Source: an optimization exercise on an open RTL-to-GDS flow (aim: small area, a short achievable clock period and few clock cycles per item). Production flows keep margins and buffers that such runs may drop. Where RTL was checked, it was by simulation tests only, not by an equivalence proof against the original. No activity file was given, so power comes from the tool's default toggle rates.

==> build 67: inputs <==
## rsa_top
module rsa_top (
  input  logic                     clk,
  input  logic                     resetn,
  input  logic                     param_valid,
  input  logic [2:0]               param_sel,
  input  logic [OPERAND_WIDTH-1:0] param_data,
  output logic                     param_ready,
  input  logic                     cmd_valid,
  input  logic [1:0]               cmd_op,
  output logic                     cmd_ready,
  output logic                     result_valid,
  output logic [OPERAND_WIDTH-1:0] result_data,
  input  logic                     result_ready,
  output logic                     busy
);
Settings: LEC_CHECK=0, CAP_MARGIN=20, CORE_MARGIN=2, CORE_UTILIZATION=40, SETUP_SLACK_MARGIN=4.6, SLEW_MARGIN=20; clock period 8.0 ns.
run.sh (not shown) runs the stock make flow with config.mk's settings and CLKGATE_MAP_FILE= SYNTH_SCRIPT=/design/flow/synth_recipe.tcl, a recipe that flattens the netlist after the stock synthesis.
==> build 18: changes against build 67 <==
--- a/flow/design.v
+++ b/flow/design.v
@@ -1,93 +1,82 @@
 package rsa_pkg;
   localparam int OPERAND_WIDTH = 32;
   localparam int EXP_BITS = 16;
-  localparam int ACC_WIDTH = OPERAND_WIDTH + 1;
+  localparam int ACC_WIDTH = OPERAND_WIDTH + 2;
   localparam logic [1:0] OP_NOP = 2'd0;
   localparam logic [1:0] OP_EXP = 2'd1;
   localparam logic [2:0] PARAM_MODULUS = 3'd0;
   localparam logic [2:0] PARAM_R_MOD_N = 3'd1;
   localparam logic [2:0] PARAM_BASE = 3'd2;
   localparam logic [2:0] PARAM_R2_MOD_N = 3'd3;
   localparam logic [2:0] PARAM_EXPONENT = 3'd4;
 endpackage
 `timescale 1ns/1ps
 import rsa_pkg::*;
 module montgomery_mult (
   input  logic                     clk,
-  input  logic                     clear,      
-  input  logic                     load_sub,   
-  input  logic [1:0]               a_bits,     
-  input  logic [1:0]               a_next,     
-  input  logic [1:0]               b_first,    
-  input  logic [1:0]               a_first,    
+  input  logic                     clear,
+  input  logic                     iterate,
+  input  logic                     load_sub,
+  input  logic [1:0]               a_bits,
   input  logic [OPERAND_WIDTH-1:0] b,
   input  logic [OPERAND_WIDTH-1:0] modulus,
-  output logic [ACC_WIDTH:0]       sum,    
+  output logic [ACC_WIDTH-1:0]     sum,
   output logic [OPERAND_WIDTH-1:0] held
 );
-  localparam int TW = ACC_WIDTH + 2;   
   logic [ACC_WIDTH-1:0] s_q;
   logic [ACC_WIDTH-1:0] c_q;
-  logic                 cin_q;
-  logic [1:0]           q_q;
-  logic [TW-1:0]        pp0;
-  logic [TW-1:0]        pp1;
-  logic [TW-1:0]        mm0;
-  logic [TW-1:0]        mm1;
-  logic [TW-1:0]        xs1, xc1, xs2, xc2, xs3, xc3, xs4, xc4;
+  logic [ACC_WIDTH-1:0] s_mid;
+  logic [ACC_WIDTH-1:0] c_mid;
+  logic [ACC_WIDTH-1:0] s_nxt;
+  logic [ACC_WIDTH-1:0] c_nxt;
   logic [ACC_WIDTH-1:0] neg_n;
-  logic [3:0]           low_t;
-  logic [1:0]           q_pred;
-  logic [1:0]           q_init;
-  function automatic logic [TW-1:0] maj3(input logic [TW-1:0] x, input logic [TW-1:0] y,
-                                         input logic [TW-1:0] z);
-    maj3 = (x & y) | (x & z) | (y & z);
-  endfunction
-  function automatic logic [1:0] q_digit(input logic [1:0] t, input logic [1:0] a,
-                                         input logic [1:0] bl, input logic [1:0] nl);
-    logic [1:0] u;
-    u = t + (a[0] ? bl : 2'b00) + (a[1] ? {bl[0], 1'b0} : 2'b00);
-    q_digit = {u[1] ^ (u[0] & ~nl[1]), u[0]};
+  function automatic logic [2*ACC_WIDTH-1:0] mont_step(
+    input logic [ACC_WIDTH-1:0]     s_in,
+    input logic [ACC_WIDTH-1:0]     c_in,
+    input logic                     a_bit,
+    input logic [OPERAND_WIDTH-1:0] b_in,
+    input logic [OPERAND_WIDTH-1:0] n_in
+  );
+    logic [ACC_WIDTH-1:0] p;
+    logic [ACC_WIDTH-1:0] m;
+    logic [ACC_WIDTH-1:0] s1;
+    logic [ACC_WIDTH-1:0] c1;
+    logic [ACC_WIDTH-1:0] s2;
+    logic [ACC_WIDTH-1:0] c2;
+    logic                 q;
+    p  = a_bit ? {2'b00, b_in} : '0;
+    q  = s_in[0] ^ c_in[0] ^ p[0];
+    m  = q ? {2'b00, n_in} : '0;
+    s1 = s_in ^ c_in ^ p;
+    c1 = {(s_in[ACC_WIDTH-2:0] & c_in[ACC_WIDTH-2:0]) |
+          (s_in[ACC_WIDTH-2:0] & p[ACC_WIDTH-2:0]) |
+          (c_in[ACC_WIDTH-2:0] & p[ACC_WIDTH-2:0]), 1'b0};
+    s2 = s1 ^ c1 ^ m;
+    c2 = {(s1[ACC_WIDTH-2:0] & c1[ACC_WIDTH-2:0]) |
+          (s1[ACC_WIDTH-2:0] & m[ACC_WIDTH-2:0]) |
+          (c1[ACC_WIDTH-2:0] & m[ACC_WIDTH-2:0]), 1'b0};
+    mont_step = {1'b0, s2[ACC_WIDTH-1:1], 1'b0, c2[ACC_WIDTH-1:1]};
   endfunction
-  assign pp0 = a_bits[0] ? TW'(b)               : '0;
-  assign pp1 = a_bits[1] ? TW'({b, 1'b0})       : '0;
-  assign mm0 = q_q[0]    ? TW'(modulus)         : '0;
-  assign mm1 = q_q[1]    ? TW'({modulus, 1'b0}) : '0;
-  assign xs1 = TW'(s_q) ^ TW'(c_q) ^ pp0;
-  assign xc1 = {maj3(TW'(s_q), TW'(c_q), pp0), cin_q};
-  assign xs2 = pp1 ^ mm0 ^ mm1;
-  assign xc2 = {maj3(pp1, mm0, mm1), 1'b0};
-  assign xs3 = xs1 ^ xc1 ^ xs2;
-  assign xc3 = {maj3(xs1, xc1, xs2), 1'b0};
-  assign xs4 = xs3 ^ xc3 ^ xc2;
-  assign xc4 = {maj3(xs3, xc3, xc2), 1'b0};
-  assign low_t  = {xs4[3:2] + xc4[3:2] + {1'b0, xs4[1]}, 2'b00};
-  assign q_pred = q_digit(low_t[3:2], a_next, b[1:0], modulus[1:0]);
-  assign q_init = q_digit(2'b00, a_first, b_first, modulus[1:0]);
-  assign neg_n = {1'b1, ~modulus[OPERAND_WIDTH-1:1], 1'b1};
-  assign sum  = {1'b0, s_q} + {1'b0, c_q} + {{ACC_WIDTH{1'b0}}, cin_q};
+  assign {s_mid, c_mid} = mont_step(s_q, c_q, a_bits[0], b, modulus);
+  assign {s_nxt, c_nxt} = mont_step(s_mid, c_mid, a_bits[1], b, modulus);
+  assign neg_n = {2'b11, ~modulus[OPERAND_WIDTH-1:1], 1'b1};
+  assign sum  = s_q + c_q;
   assign held = s_q[OPERAND_WIDTH-1:0];
   always_ff @(posedge clk) begin
     if (clear) begin
-      s_q   <= '0;
-      c_q   <= '0;
-      cin_q <= 1'b0;
-      q_q   <= q_init;
+      s_q <= '0;
+      c_q <= '0;
     end else if (load_sub) begin
-      s_q   <= sum[ACC_WIDTH-1:0];
-      c_q   <= neg_n;
-      cin_q <= 1'b0;
-      q_q   <= q_pred;
-    end else begin
-      s_q   <= xs4[TW-1:2];
-      c_q   <= xc4[TW-1:2];
-      cin_q <= xs4[1];
-      q_q   <= q_pred;
+      s_q <= sum;
+      c_q <= neg_n;
+    end else if (iterate) begin
+      s_q <= s_nxt;
+      c_q <= c_nxt;
     end
   end
 endmodule
 `timescale 1ns/1ps
 import rsa_pkg::*;
 module rsa_cmd_decode (
   input  logic                     clk,
   input  logic                     param_valid,
@@ -139,29 +128,25 @@
   logic [4:0]               rnd;
   logic                     last_rnd;
   logic                     conv_rnd;
   logic                     e_bit;
   logic [OPERAND_WIDTH-1:0] sq;
   logic [OPERAND_WIDTH-1:0] acc;
   logic [1:0]               a_bits;
   logic [1:0]               a_next;
-  logic [1:0]               a_fetch;
   logic [OPERAND_WIDTH-1:0] a_src;
-  logic [ACC_WIDTH:0]       sq_sum;
-  logic [ACC_WIDTH:0]       acc_sum;
+  logic [ACC_WIDTH-1:0]     sq_sum;
+  logic [ACC_WIDTH-1:0]     acc_sum;
   logic [OPERAND_WIDTH-1:0] sq_red;
   logic [OPERAND_WIDTH-1:0] acc_red;
   logic                     mm_clear;
-  logic                     acc_take;
-  logic [1:0]               a_first;
-  logic [1:0]               sq_first;
-  logic [1:0]               acc_first;
   logic [OPERAND_WIDTH-1:0] sq_held;
   logic [OPERAND_WIDTH-1:0] acc_held;
+  assign conv_rnd = (rnd == 5'd0);
   assign last_rnd = (rnd == 5'd16);
   assign e_bit    = exponent[rnd[3:0] - 4'd1];
   always_ff @(posedge clk) begin
     if (!resetn) begin
       ph_init  <= 1'b0;
       ph_iter  <= 1'b0;
       ph_res   <= 1'b0;
       ph_sub   <= 1'b0;
@@ -173,83 +158,70 @@
         ph_iter <= 1'b1;
       end else if (it_cnt == 4'd15) begin
         ph_iter <= 1'b0;
       end
     end
   end
   always_ff @(posedge clk) begin
     if (ph_init) begin
-      rnd      <= '0;
-      conv_rnd <= 1'b1;
+      rnd <= '0;
     end else if (ph_sub) begin
-      rnd      <= rnd + 5'd1;
-      conv_rnd <= 1'b0;
+      rnd <= rnd + 5'd1;
     end
     if (ph_iter) begin
       it_cnt <= it_cnt + 4'd1;
     end else begin
       it_cnt <= '0;
     end
   end
-  assign a_src   = conv_rnd ? base : sq;
-  assign a_fetch = a_src[{it_cnt + 4'd2, 1'b0} +: 2];
-  assign sq_red  = sq_sum[ACC_WIDTH]  ? sq_sum[OPERAND_WIDTH-1:0]  : sq_held;
-  assign acc_red = acc_sum[ACC_WIDTH] ? acc_sum[OPERAND_WIDTH-1:0] : acc_held;
-  assign acc_take  = !conv_rnd && e_bit;
-  assign a_first   = ph_init ? base[1:0] : sq_red[1:0];
-  assign sq_first  = ph_init ? r2_mod_n[1:0] : sq_red[1:0];
-  assign acc_first = acc_take ? acc_red[1:0] : acc[1:0];
+  assign a_src  = conv_rnd ? base : sq;
+  assign a_next = a_src[{it_cnt + 4'd1, 1'b0} +: 2];
+  assign sq_red  = sq_sum[ACC_WIDTH-1]  ? sq_held  : sq_sum[OPERAND_WIDTH-1:0];
+  assign acc_red = acc_sum[ACC_WIDTH-1] ? acc_held : acc_sum[OPERAND_WIDTH-1:0];
   always_ff @(posedge clk) begin
     if (ph_init) begin
       a_bits <= base[1:0];
-      a_next <= base[3:2];
     end else if (ph_sub) begin
       a_bits <= sq_red[1:0];
-      a_next <= sq_red[3:2];
     end else begin
       a_bits <= a_next;
-      a_next <= a_fetch;
     end
   end
   always_ff @(posedge clk) begin
     if (ph_init) begin
       sq  <= r2_mod_n;
       acc <= {{(OPERAND_WIDTH-1){1'b0}}, |modulus[OPERAND_WIDTH-1:1]};
     end else if (ph_sub) begin
       sq <= sq_red;
-      if (acc_take) begin
+      if (!conv_rnd && e_bit) begin
         acc <= acc_red;
       end
     end
   end
   assign exp_result = acc;
   assign exp_done   = ph_sub & last_rnd;
   assign mm_clear   = ph_init | ph_sub;
   montgomery_mult mult_sq (
     .clk      (clk),
     .clear    (mm_clear),
+    .iterate  (ph_iter),
     .load_sub (ph_res),
     .a_bits   (a_bits),
-    .a_next   (a_next),
-    .b_first  (sq_first),
-    .a_first  (a_first),
     .b        (sq),
     .modulus  (modulus),
     .sum      (sq_sum),
     .held     (sq_held)
   );
   montgomery_mult mult_acc (
     .clk      (clk),
     .clear    (mm_clear),
+    .iterate  (ph_iter),
     .load_sub (ph_res),
     .a_bits   (a_bits),
-    .a_next   (a_next),
-    .b_first  (acc_first),
-    .a_first  (a_first),
     .b        (acc),
     .modulus  (modulus),
     .sum      (acc_sum),
     .held     (acc_held)
   );
 endmodule
 `timescale 1ns/1ps
 import rsa_pkg::*;
Settings changed: SETUP_SLACK_MARGIN 4.6 to unset.
==> notes.md <==
item	build 67	build 18
Static leakage	11.6 nW	11.2 nW
Post-DR wirelength/cell	21.4 µm	21.0 µm
Area of the core	60,200 µm²	61,700 µm²
Post-synthesis share of cell area spent on and, or, nand and nor gates	15.5%	12.5%
Status	timing/DRC/antenna clean	timing/DRC/antenna clean
Register area share after synthesis	33.4%	32.1%
Post-route clock period utilization	46.7%	61.0%
Antenna violations before repair	5	2
Post-synthesis average cell area	9.87 µm²	10.1 µm²
XOR/XNOR Fraction of Synth Area	2.55%	2.41%
Number of clock sinks	334	328
Met3 routed WL	4730 µm	4250 µm
Highest net fanout along the worst path	4	32
Clock buffers created by TritonCTS	41	40
Count of multi-input combinational gates	1,677	1,703
DR vias	18,200	18,200
Fraction of met3 tracks used by global routing	3.62%	3.37%
Diode count	0	3
Clk Latency, worst-skew pair	0.60 ns	0.58 ns
Testbench counts of build 18, summed over its fixed seeds: cycles 40,192, items 128.
Only the layout flow was run in build 67; the RTL was not checked for function there.

-- static timing again, ports no longer ideal --
No port has a modelled driver above. Below, the same layouts with a new extraction and two added sets of constraints.
Step 1, drivers: a clkbuf_16 drives clk and a buf_2 each remaining input, both assumed.
Step 2 also shifts input and output timing later by t, the mid clock arrival at the registers, as if the neighbouring blocks saw the same clock.
a / b / c = ideal / step 1 / step 2; a / b = the first two.
| run | shift t [ns] | setup WS [ns] | worst slew at a driven data input, ns |
|---|---|---|---|
| build 67 | 0.643 | 4.261 / 4.261 / 4.261 | 0.05 |
| build 18 | 0.627 | 3.117 / 3.117 / 3.117 | 0.05 |
After both steps setup and hold are still met in every run listed.
